Background: an optimization exercise with open tools, aiming at small area. Do not read the settings as production practice. Where RTL was checked, it was by simulation tests only, not by an equivalence proof against the original. Only the layout flow was run in run 2; the RTL was not checked for function there. Power and IR drop assume default switching activity.

--- flow/design.v ---
module record_packer #(
    parameter int unsigned P_LOG = 4,
    parameter int unsigned DATW  = 64,
    parameter int unsigned KEYW  = 32
) (
    input  logic                     CLK,
    input  logic                     RST,
    input  logic [DATW-1:0]          DIN,
    input  logic                     DINEN,
    input  logic                     DINLAST,
    input  logic                     FLUSH,
    output logic                     DIN_RDY,
    output logic [(DATW<<P_LOG)-1:0] DOT,
    output logic                     DOTEN,
    output logic [P_LOG:0]           DOTCNT,
    output logic                     DOTLAST
);
    localparam int unsigned LANES = 1 << P_LOG;
    localparam int unsigned BW    = DATW * LANES;
    localparam int unsigned CW    = P_LOG + 1;
    typedef logic [CW-1:0]    cnt_t;
    typedef logic [P_LOG-1:0] lane_t;
    logic          rdy_q;
    lane_t         cnt_q;
    lane_t         cnt_r;     
    logic [BW-1:0] dot_q;
    logic          doten_q;
    cnt_t          dotcnt_q;
    logic          dotlast_q;
    logic             accept;
    logic             close;
    logic [LANES-1:0] upd;    
    logic [LANES-1:0] nwr;    
    assign cnt_q  = cnt_r ^ lane_t'(LANES / 2);
    assign accept = DINEN & rdy_q;
    assign close  = (accept && ((cnt_q == lane_t'(LANES - 1)) || DINLAST || FLUSH))
                  || (FLUSH && (cnt_q != '0));
    always_comb begin
        for (int unsigned i = 0; i < LANES; i++) begin
            upd[i] = (lane_t'(i) >= cnt_q);
            nwr[i] = !(accept && (lane_t'(i) == cnt_q));
        end
    end
    always_ff @(posedge CLK) begin
        for (int unsigned i = 0; i < LANES; i++) begin
            dot_q[i*DATW +: DATW] <= (dot_q[i*DATW +: DATW] | {DATW{upd[i]}})
                                   & (DIN | {DATW{nwr[i]}});
        end
    end
    always_ff @(posedge CLK) begin
        if (RST) begin
            rdy_q   <= 1'b0;
            cnt_r   <= lane_t'(LANES / 2);
            doten_q <= 1'b0;
        end else begin
            rdy_q   <= 1'b1;
            cnt_r   <= (close ? lane_t'(0) : cnt_q + lane_t'(accept)) ^ lane_t'(LANES / 2);
            doten_q <= close;
        end
    end
    always_ff @(posedge CLK) begin
        dotcnt_q  <= cnt_t'(cnt_q) + cnt_t'(accept);
        dotlast_q <= accept & DINLAST;
    end
    assign DIN_RDY = rdy_q;
    assign DOT     = dot_q;
    assign DOTEN   = doten_q;
    assign DOTCNT  = dotcnt_q;
    assign DOTLAST = dotlast_q;
endmodule
--- flow/flow/run.sh ---
#!/bin/bash
# Standard ORFS layout with these changes: the port buffers are buf_1 instead of the
# resizer's default choice, and CTS inserts no dummy loads and clusters more sinks per
# leaf buffer.
set -euo pipefail
export BUFFER_PORTS_ARGS="-buffer_cell sky130_fd_sc_hd__buf_1"
export CTS_ARGS="-sink_clustering_enable -repair_clock_nets -dont_use_dummy_load -sink_clustering_size 28 -sink_clustering_max_diameter 60"
bash standard.sh finish > standard_flow.log 2>&1
--- flow/standard.sh ---
#!/bin/bash
# synth_recipe.tcl (not shown) runs the flow's synth.tcl, then flattens the netlist and writes it again
# the make line also repeats each setting of config.mk as NAME=value (left out here)
make -C /OpenROAD-flow-scripts/flow DESIGN_CONFIG=/design/flow/config.mk WORK_HOME=/design/flow/orfs CLKGATE_MAP_FILE= SYNTH_SCRIPT=/design/flow/synth_recipe.tcl "${@:-finish}"
--- flow/config.mk ---
export PLATFORM = sky130hd
export DESIGN_NAME = record_packer
export DESIGN_NICKNAME = record_packer
export VERILOG_FILES = /design/flow/design.v
export SDC_FILE = /design/flow/constraint.sdc
export NUM_CORES = 4
export LEC_CHECK = 0
export CAP_MARGIN = 20
export CORE_AREA = 2 2 378 378
export DIE_AREA = 0 0 380 380
export SLEW_MARGIN = 20
--- flow/constraint.sdc ---
create_clock -name core_clock -period 4.0 [get_ports {CLK}]
set_input_delay 0.8000 -clock core_clock [delete_from_list [all_inputs] [get_ports {CLK}]]
set_output_delay 0.8000 -clock core_clock [all_outputs]
set_load 0.01 [all_outputs]
==> flow_summary.toml, run 1 <==
[power_and_ir_drop]
switching_share_pct = 22.4
switchingPower_w = 0.00404
cellLeakagePower_nw = 12.2
max-vdd-ir-drop_v = 0.000377
cellInternalPower_w = 0.0140
p_clk_share_pct = 38.6
share_seq_of_total_power_pct = 57.7
power_w = 0.0180
combinationalPowerShare_pct = 3.6
powerDensity_nw_per_um2 = 457

[grt]
globalRouteOverflowTotal = 0
grt_start_max_net_pins = 65
grt_pass1_wl_um = 187000
number_of_antenna_violations_at_the_first_check_in_global_routing = 9
grt_pass1_vias = 24250
groute.usage.overall_pct = 18.0

[synthesis]
yosys_warnings = 1
synth.yosys.seq_area_share_pct = 65.7
synthArstFlopShare_pct = 0
syn_area_per_cell_sq_um = 13.3
post_synth_instance_area_sq_um = 31600
synth.area.top_cells = "dfxtp_1 66%, o22a_1 27%, buf_6 1.9%"
netlist_top_cells_count = "1036 x dfxtp_1, 960 x o22a_1, 105 x buf_2, 90 x clkbuf_1, 64 x nand2b_1"
nets_in_the_synthesized_netlist = 2453
post-synth-top-area-fraction_pct = 65.7
synth_seq_cells = 1036
postSynthCellCount = 2382
synth_ff_type = "dfxtp_1"
number_of_flops_mapped_to_enable_cells_by_yosys = 0
yosysMostFrequentCell = "dfxtp_1"
synth_top_area_cell = "dfxtp_1"
post_synth_num_cell_types = 36

[min_path]
holdPathStages = 2
worst_hold_launch = "RST"
min-delay-path-class = "input pin to register"

[critical_path]
critical_path_class = "register to register"
cp.required_ns = 4.50
crit_arrival_ns = 3.38
critical_path.endpoint_type = "register"
worst_r2r_path_depth = 5
critPathMaxFanout = 64
crit_path_start = "cnt_r[3]$_SDFF_PP1_"
rr_startpoint = "cnt_r[3]$_SDFF_PP1_"
cp_launch_type = "register"

[floorplan]
fp.dieArea_sq_um = 144000
die_height_um = 380
dieWidth_um = 380
design.portCount = 1101
rows = 137
effective_utilization_at_floorplan_pct = 22.6
placeableCoreArea_sq_um = 140000

[route]
drt_first_pass_iters = 5
wirelength_um = 137000
ant_nets = 0
drt_first_iter_violations = 1763
drc = 0
via_count = 25194
viasPerCell = 4.78
wl_per_cell_um = 26.1

[placed_design]
port-buffer-count = 1100
dp.final_hpwl_um = 94200
placement.setup.worst_slack_ns = 0.767
place.gp.congestion = 0.772

[cts]
clock_transition_at_the_register_clock_pins_on_the_worst_setup_and_hold_paths_after_cts_ns = 0.06
clkLatencyLatePin_ns = 0.70
post_cts_buffers = 0
cts_num_sinks = 1036
max-clock-path-buffers = 3
cts_tree = "built"
htree_depth = 3
clock-root-buffer = "clkbuf_16"
cts_hold_buffers = 0
post_cts_resized = 0
number_of_buffers_inserted_during_clock_tree_synthesis = 78

[run_status]
result_of_the_run = "finished clean"

[timing]
finalWorstSetupSlack_ns = 1.12
final.min_clock_period_ns = 2.88
final_setup_violation_count = 0
setup_total_negative_slack_ns = 0
rsz0062_at_grt = "false"
worst_slew_pin_slew_ns = 1.21
post-route-period-util_pct = 72.0
worst_slew_margin_rel_pct = 19.2
worst_clock_skew_ns = 0.0983
hold-worst-slack_ns = 0.382
timing.final.hold_violations = 0
maxClockFrequency_mhz = 347
drv_slew = 0

[cells_and_area]
layout-drive-gt1-share_pct = 6.52
area.growth.synth_to_final_pct = 24.9
fin_nets = 3465
fillCellCount = 14809

[run]
drv.max_cap_violation_count = 0
## power groups by stage
stage	clock network, W	registers (W)	logic [W]
floorplan	0	0.0107	0.000238
global placement	0	0.0106	0.000641
detailed placement	0	0.0106	0.000648
CTS	0.00710	0.0104	0.000649
global route	0.00743	0.0104	0.000673
finish	0.00696	0.0104	0.000656
## flip-flops by register name (all words and copies together), names as in the netlist
register	count
rdy_q	1
dotcnt_q	5
dot_q	1024
dotlast_q	1
doten_q	1
cnt_r	4
## routing by layer
layer | vias up | part of all wire, % | track usage (%)
met1 | 12716 | 38 | 20.1
met3 | 294 | 7.3 | 4.18
met2 | 1187 | 51 | 32.4
met4 | 2 | 4.4 | 8.01
met5 | - | 0.0095 | 0
li1 | 10995 | - | -
## final timing paths
path                                            to  slack [ns]
worst min register to register  dot_q[854]$_DFF_P_        0.47
worst max-delay path             dot_q[91]$_DFF_P_        1.12
worst min-delay path                 rdy_q$_DFF_P_        0.38
worst max register to register   dot_q[91]$_DFF_P_        1.12
## stage by stage
step	std cells	instance area, sq um	utilization (%)
global route	5269	39400	28.2
global placement	5187	37400	26.8
detailed placement	5189	37500	26.8
floorplan	2382	31600	-
finish	5271	39400	28.2
CTS	5267	39400	28.2
## cells by family after synthesis
family | after synthesis | synth area share [%]
AOI/OAI and AO/OA | 969 | 27.0
xor gates and xnor gates | 2 | 0.0555
adders and majority gates | 2 | 0.0792
buffers and inverters | 267 | 4.95
DFF | 1036 | 65.7
and+or+nand+nor | 106 | 2.25
## critical path: stages (launching register included)
cell and delay (ns):
dfxtp_4 0.83, nor2b_4 0.43, buf_4 0.54, nand2_4 0.06, buf_4 0.42, o22a_1 0.33
## layout by cell type (no fill, tap or decap), types with 4 or more instances in the layout
cell,Yosys,routed
nand3_4,3,4
and3_1,4,4
dfxtp_1,1036,1035
buf_4,10,87
nand2b_1,64,64
o22a_1,960,960
buf_12,0,7
nand2_4,0,15
clkbuf_16,0,78
buf_1,8,1089
clkbuf_2,0,8
## final cells by class
type,instances,area (sq um),share of cell area (%)
antenna,3,7.51,0.0190
clock buffer,78,1950,4.95
inverter,2,7.51,0.0190
multi-input combinational,1079,9410,23.9
sequential,1036,20700,52.6
tap,1876,2350,5.95
timing repair buffer,1197,4970,12.6
==> run 2: changes to the inputs <==
==> flow/design.v (replaced) <==
module record_packer #(
    parameter int unsigned P_LOG = 4,
    parameter int unsigned DATW  = 64,
    parameter int unsigned KEYW  = 32
) (
    input  logic                     CLK,
    input  logic                     RST,
    input  logic [DATW-1:0]          DIN,
    input  logic                     DINEN,
    input  logic                     DINLAST,
    input  logic                     FLUSH,
    output logic                     DIN_RDY,
    output logic [(DATW<<P_LOG)-1:0] DOT,
    output logic                     DOTEN,
    output logic [P_LOG:0]           DOTCNT,
    output logic                     DOTLAST
);
    localparam int unsigned LANES = 1 << P_LOG;
    localparam int unsigned BW    = DATW * LANES;
    localparam int unsigned CW    = P_LOG + 1;
    typedef logic [CW-1:0]    cnt_t;
    typedef logic [P_LOG-1:0] lane_t;
    localparam logic [DATW-1:0] KEY_MASK =
        (KEYW >= DATW) ? {DATW{1'b1}} : ((DATW'(1) << KEYW) - DATW'(1));
    localparam logic [DATW-1:0] PAD_REC = KEY_MASK | ~KEY_MASK;
    typedef enum logic {
        RESET_HOLD = 1'b0,
        RUN        = 1'b1
    } state_e;
    state_e        state_q, state_d;
    logic          rdy_q, rdy_d;
    cnt_t          cnt_q, cnt_d;
    logic [BW-1:0] buf_q, buf_d;
    logic [BW-1:0] dot_q, dot_d;
    logic          doten_q, doten_d;
    cnt_t          dotcnt_q, dotcnt_d;
    logic          dotlast_q, dotlast_d;
    logic          accept;
    logic          close;
    cnt_t          fill_n;
    always_comb begin
        state_d   = state_q;
        rdy_d     = 1'b0;
        cnt_d     = cnt_q;
        buf_d     = buf_q;
        dot_d     = dot_q;
        doten_d   = 1'b0;
        dotcnt_d  = dotcnt_q;
        dotlast_d = dotlast_q;
        accept    = 1'b0;
        close     = 1'b0;
        fill_n    = cnt_q;
        case (state_q)
            RESET_HOLD: state_d = RUN;
            RUN:        state_d = RUN;
            default:    state_d = RESET_HOLD;
        endcase
        rdy_d = (state_d == RUN);
        accept = DINEN & rdy_q;
        if (accept) begin
            fill_n = cnt_q + cnt_t'(1);
            cnt_d  = cnt_q + cnt_t'(1);
            for (int unsigned i = 0; i < LANES; i++) begin
                if (lane_t'(i) == cnt_q[P_LOG-1:0]) begin
                    buf_d[i*DATW +: DATW] = DIN;
                end
            end
        end
        close = (accept && ((cnt_q == cnt_t'(LANES - 1)) || DINLAST || FLUSH))
              || (FLUSH && (cnt_q != '0));
        if (close) begin
            for (int unsigned i = 0; i < LANES; i++) begin
                dot_d[i*DATW +: DATW] = (cnt_t'(i) < fill_n) ? buf_d[i*DATW +: DATW] : PAD_REC;
            end
            doten_d   = 1'b1;
            dotcnt_d  = fill_n;
            dotlast_d = accept & DINLAST;
            cnt_d     = '0;
        end
    end
    always_ff @(posedge CLK) begin
        if (RST) begin
            state_q   <= RESET_HOLD;
            rdy_q     <= 1'b0;
            cnt_q     <= '0;
            dot_q     <= '0;
            doten_q   <= 1'b0;
            dotcnt_q  <= '0;
            dotlast_q <= 1'b0;
        end else begin
            state_q   <= state_d;
            rdy_q     <= rdy_d;
            cnt_q     <= cnt_d;
            dot_q     <= dot_d;
            doten_q   <= doten_d;
            dotcnt_q  <= dotcnt_d;
            dotlast_q <= dotlast_d;
        end
    end
    always_ff @(posedge CLK) begin
        buf_q <= buf_d;
    end
    assign DIN_RDY = rdy_q;
    assign DOT     = dot_q;
    assign DOTEN   = doten_q;
    assign DOTCNT  = dotcnt_q;
    assign DOTLAST = dotlast_q;
endmodule
==> flow/run.sh (new file) <==
#!/bin/bash
# synth_recipe.tcl (not shown) runs the flow's synth.tcl, then flattens the netlist and writes it again
# the make line also repeats each setting of config.mk as NAME=value (left out here)
make -C /OpenROAD-flow-scripts/flow DESIGN_CONFIG=/design/flow/config.mk WORK_HOME=/design/flow/orfs CLKGATE_MAP_FILE= SYNTH_SCRIPT=/design/flow/synth_recipe.tcl finish
--- a/flow/config.mk
+++ b/flow/config.mk
@@ -7,5 +7,5 @@
 export LEC_CHECK = 0
 export CAP_MARGIN = 20
-export CORE_AREA = 2 2 378 378
-export DIE_AREA = 0 0 380 380
+export CORE_MARGIN = 2
+export CORE_UTILIZATION = 40
 export SLEW_MARGIN = 20
removed: flow/flow/run.sh
removed: flow/standard.sh
==> flow_summary.toml, run 2 <==
[run_status]
result_of_the_run = "finished clean"

[cells_and_area]
most_common_library_cell_in_the_layout_ignoring_fill_and_taps = "dfxtp_1"
multi_input_comb_area_sq_um = 23700
fillCellCount = 14449
area.growth.synth_to_final_pct = 30.5
fin_nets = 6280
seqCellArea_sq_um = 41300
reg_top3 = "buf_q: 1024 flops, dot_q: 1024 flops"
layout-drive-gt1-share_pct = 22.7
layout_common_cells = "2061 x dfxtp_1, 1086 x clkdlybuf4s50_1, 896 x mux2_2, 704 x a221o_1, 214 x clkbuf_16"

[floorplan]
placeableCoreArea_sq_um = 167000
dieWidth_um = 415
fp.dieArea_sq_um = 172000
effective_utilization_at_floorplan_pct = 40.4
rows = 150
die_height_um = 415
design.portCount = 1101

[route]
drc = 0
viasPerCell = 5.56
wirelength_um = 254000
wl_per_cell_um = 29.6
drt_first_pass_iters = 7
ant_nets = 0
via_count = 47752
drt_first_iter_violations = 3726

[grt]
grt_start_max_net_pins = 136
groute.usage.overall_pct = 28.3
grt_pass1_wl_um = 354000
globalRouteOverflowTotal = 0
grt_pass1_vias = 46028
number_of_antenna_violations_at_the_first_check_in_global_routing = 23

[synthesis]
yosysMostFrequentCell = "dfxtp_1"
synthArstFlopShare_pct = 0
nets_in_the_synthesized_netlist = 5314
post-synth-top-area-fraction_pct = 61.1
postSynthCellCount = 5241
yosys_warnings = 1
synth_seq_cells = 2061
post_synth_instance_area_sq_um = 67600
synth.area.top_cells = "dfxtp_1 61%, mux2_2 15%, a221o_1 10%"
synth_ff_type = "dfxtp_1"
netlist_top_cells_count = "2061 x dfxtp_1, 896 x mux2_2, 704 x a221o_1, 263 x clkbuf_1, 192 x buf_2"
number_of_flops_mapped_to_enable_cells_by_yosys = 0
post_synth_num_cell_types = 53
synth_top_area_cell = "dfxtp_1"
synth.yosys.seq_area_share_pct = 61.1
syn_area_per_cell_sq_um = 12.9

[power_and_ir_drop]
combinationalPowerShare_pct = 13.0
max-vdd-ir-drop_v = 0.000449
switchingPower_w = 0.0125
power_w = 0.0494
cellInternalPower_w = 0.0369
cellLeakagePower_nw = 35.9
p_clk_share_pct = 40.4
share_seq_of_total_power_pct = 46.6
powerDensity_nw_per_um2 = 560
switching_share_pct = 25.2

[critical_path]
critPathMostFrequentCell = "nand3_4"
critical_path.endpoint_type = "register"
critical-path-slowest-cell = "dfxtp_1"
critical_path_class = "register to register"
critPathMaxFanout = 23
cp.required_ns = 4.75
cp_launch_type = "register"
critical_path.cell_chain = "nand3_4 > o21ai_4 > nand3_4 > nor3b_2 > buf_4 > a221o_1"
rr_startpoint = "cnt_q[2]$_SDFF_PP0_"
r2r_end = "dot_q[1]$_SDFFE_PP0P_"
critical-path-max-stage-delay_ns = 0.85
ff2ff_setup_slack_ns = 0.85
crit_arrival_ns = 3.90
worst_r2r_path_depth = 6

[timing]
rsz0062_at_grt = "false"
worst_slew_pin_slew_ns = 1.14
worst_slew_margin_rel_pct = 24.3
maxClockFrequency_mhz = 318
drv_slew = 0
timing.final.hold_violations = 0
final_setup_violation_count = 0
post-route-period-util_pct = 78.7
final.min_clock_period_ns = 3.15
setup_total_negative_slack_ns = 0
worst_clock_skew_ns = 0.0222

[cts]
clkLatencyLatePin_ns = 0.84
cts_num_sinks = 2061
post_cts_resized = 0
cts_tree = "built"
htree_depth = 4
clock_transition_at_the_register_clock_pins_on_the_worst_setup_and_hold_paths_after_cts_ns = 0.06
max-clock-path-buffers = 3
post_cts_buffers = 0
clock-root-buffer = "clkbuf_16"
number_of_buffers_inserted_during_clock_tree_synthesis = 210
cts_hold_buffers = 0

[placed_design]
port-buffer-count = 1100
place.gp.congestion = 0.818
dp.final_hpwl_um = 164000

[min_path]
min-delay-path-class = "register to register"
timing.hold.worst_endpoint = "dot_q[491]$_SDFFE_PP0P_"
holdPathStages = 1
worst_hold_launch = "dot_q[491]$_SDFFE_PP0P_"

[run]
drv.max_cap_violation_count = 0
[run 2: changes by cell type in the layout (fill, tap and decap cells not counted), moves of 66 or more]
| cell | previous run | this run |
|---|---|---|
| buf_1 | 1089 | 0 |
| clkdlybuf4s50_1 | 0 | 1086 |
| dfxtp_1 | 1035 | 2061 |
| o22a_1 | 960 | 0 |
| mux2_2 | 0 | 896 |
| a221o_1 | 0 | 704 |
| clkbuf_16 | 78 | 214 |
| nand2_1 | 1 | 136 |
| inv_1 | 1 | 131 |
| mux2i_1 | 0 | 128 |
| o211ai_1 | 0 | 128 |
| nor2_1 | 1 | 78 |
| a21oi_1 | 2 | 68 |
[run 2: worst max path at each step]
stage	startpoint	to	slack (ns)	cells past startpoint
floorplan	DINEN	dot_q[259]$_SDFFE_PP0P_	1.31	8
global placement	DINEN	dot_q[937]$_SDFFE_PP0P_	0.25	8
detailed placement	DINEN	dot_q[938]$_SDFFE_PP0P_	0.21	8
CTS	cnt_q[2]$_SDFF_PP0_	dot_q[1]$_SDFFE_PP0P_	0.87	6
global route	cnt_q[2]$_SDFF_PP0_	dot_q[53]$_SDFFE_PP0P_	0.70	6
finish	cnt_q[2]$_SDFF_PP0_	dot_q[1]$_SDFFE_PP0P_	0.85	6
[run 2: metal layers]
metal / global-route usage (%) / vias to the layer above / share of wire (%)
met4: 16.7 / 0 / 6.3
li1: - / 21302 / -
met2: 46.5 / 1773 / 47
met5: 0 / - / 0
met3: 6.56 / 484 / 6.8
met1: 33.9 / 24193 / 40
[run 2: layout make-up]
cell class              count  area share (%)
multi-input cells        2540            26.9
inverters                 133           0.575
clock inverters            70           0.960
repair buffers           1261            14.6
diodes                     12          0.0340
clock buffers             305            6.97
well taps                2204            3.13
flip-flops and latches   2061            46.8
[run 2: logic make-up (layout without fill, tap and decap cells)]
kind of cell	count (synthesis)	in the layout	synth area share, %
mux	1024	1024	16.8
simple gates	329	329	2.44
flops	2061	2061	61.1
buf+inv	640	1769	4.08
compound gates	1180	1180	15.5
other cells	0	12	0
fa+ha+maj	4	4	0.0741
xor+xnor	3	3	0.0500
[run 2: power by group through the flow]
stage	clock, W	combinational (W)	sequential [W]
floorplan	0	0.00211	0.0237
global placement	0	0.00637	0.0234
detailed placement	0	0.00644	0.0234
CTS	0.0202	0.00646	0.0230
global route	0.0210	0.00670	0.0231
finish	0.0199	0.00643	0.0230
[run 2: per-stage QoR]
| stage | hold slack (ns) | std cells | setup slack, ns | area (sq um) | utilization (%) |
|---|---|---|---|---|---|
| 3_3_place_gp | 0.434 | 8198 | 0.245 | 81100 | 48.5 |
| 6_report | 0.450 | 8586 | 0.851 | 88200 | 52.7 |
| 3_5_place_dp | 0.439 | 8198 | 0.214 | 81100 | 48.5 |
| 5_1_grt | 0.463 | 8576 | 0.697 | 88200 | 52.7 |
| 4_1_cts | 0.453 | 8573 | 0.872 | 88100 | 52.6 |
| 2_1_floorplan | 0.425 | 5241 | 1.31 | 67600 | - |
[run 2: worst max-delay path, delay by kind of cell, from the launching register on]
kind | cells | cell delay [ns]
and+or+nand+nor | 3 | 1.14
buffers and inverters | 1 | 0.44
AOI/OAI and AO/OA | 2 | 0.60
DFF | 1 | 0.85

[static timing again, ports no longer ideal]
Ports are ideal in the flow. The routed layouts listed here were re-timed in OpenROAD. Step 1 sets driving cells, clkbuf_16 on the clock port and buf_2 on the other inputs (assumed; they add their load-dependent delay and slew). Step 2 adds t to the input delays and takes it off the output delays; t is the mean of the earliest and latest rising clock arrival at the registers after step 1. Input paths then give back, and output paths get back, about the clock's delay inside the block. Slacks: ideal ports / drivers / drivers and shift; pairs: ideal ports / drivers.
run	shift t [ns]	slack for setup (ns)	cell pins on the clock port's net
run 1	0.709	1.120 / 1.120 / 0.754	1
run 2	0.915	0.851 / 0.851 / 0.069	1
After both steps every run listed still meets setup and hold. For run 2, which loses most, drivers alone change the setup slack by 0.000 ns; drivers and shift together by -0.782 ns.
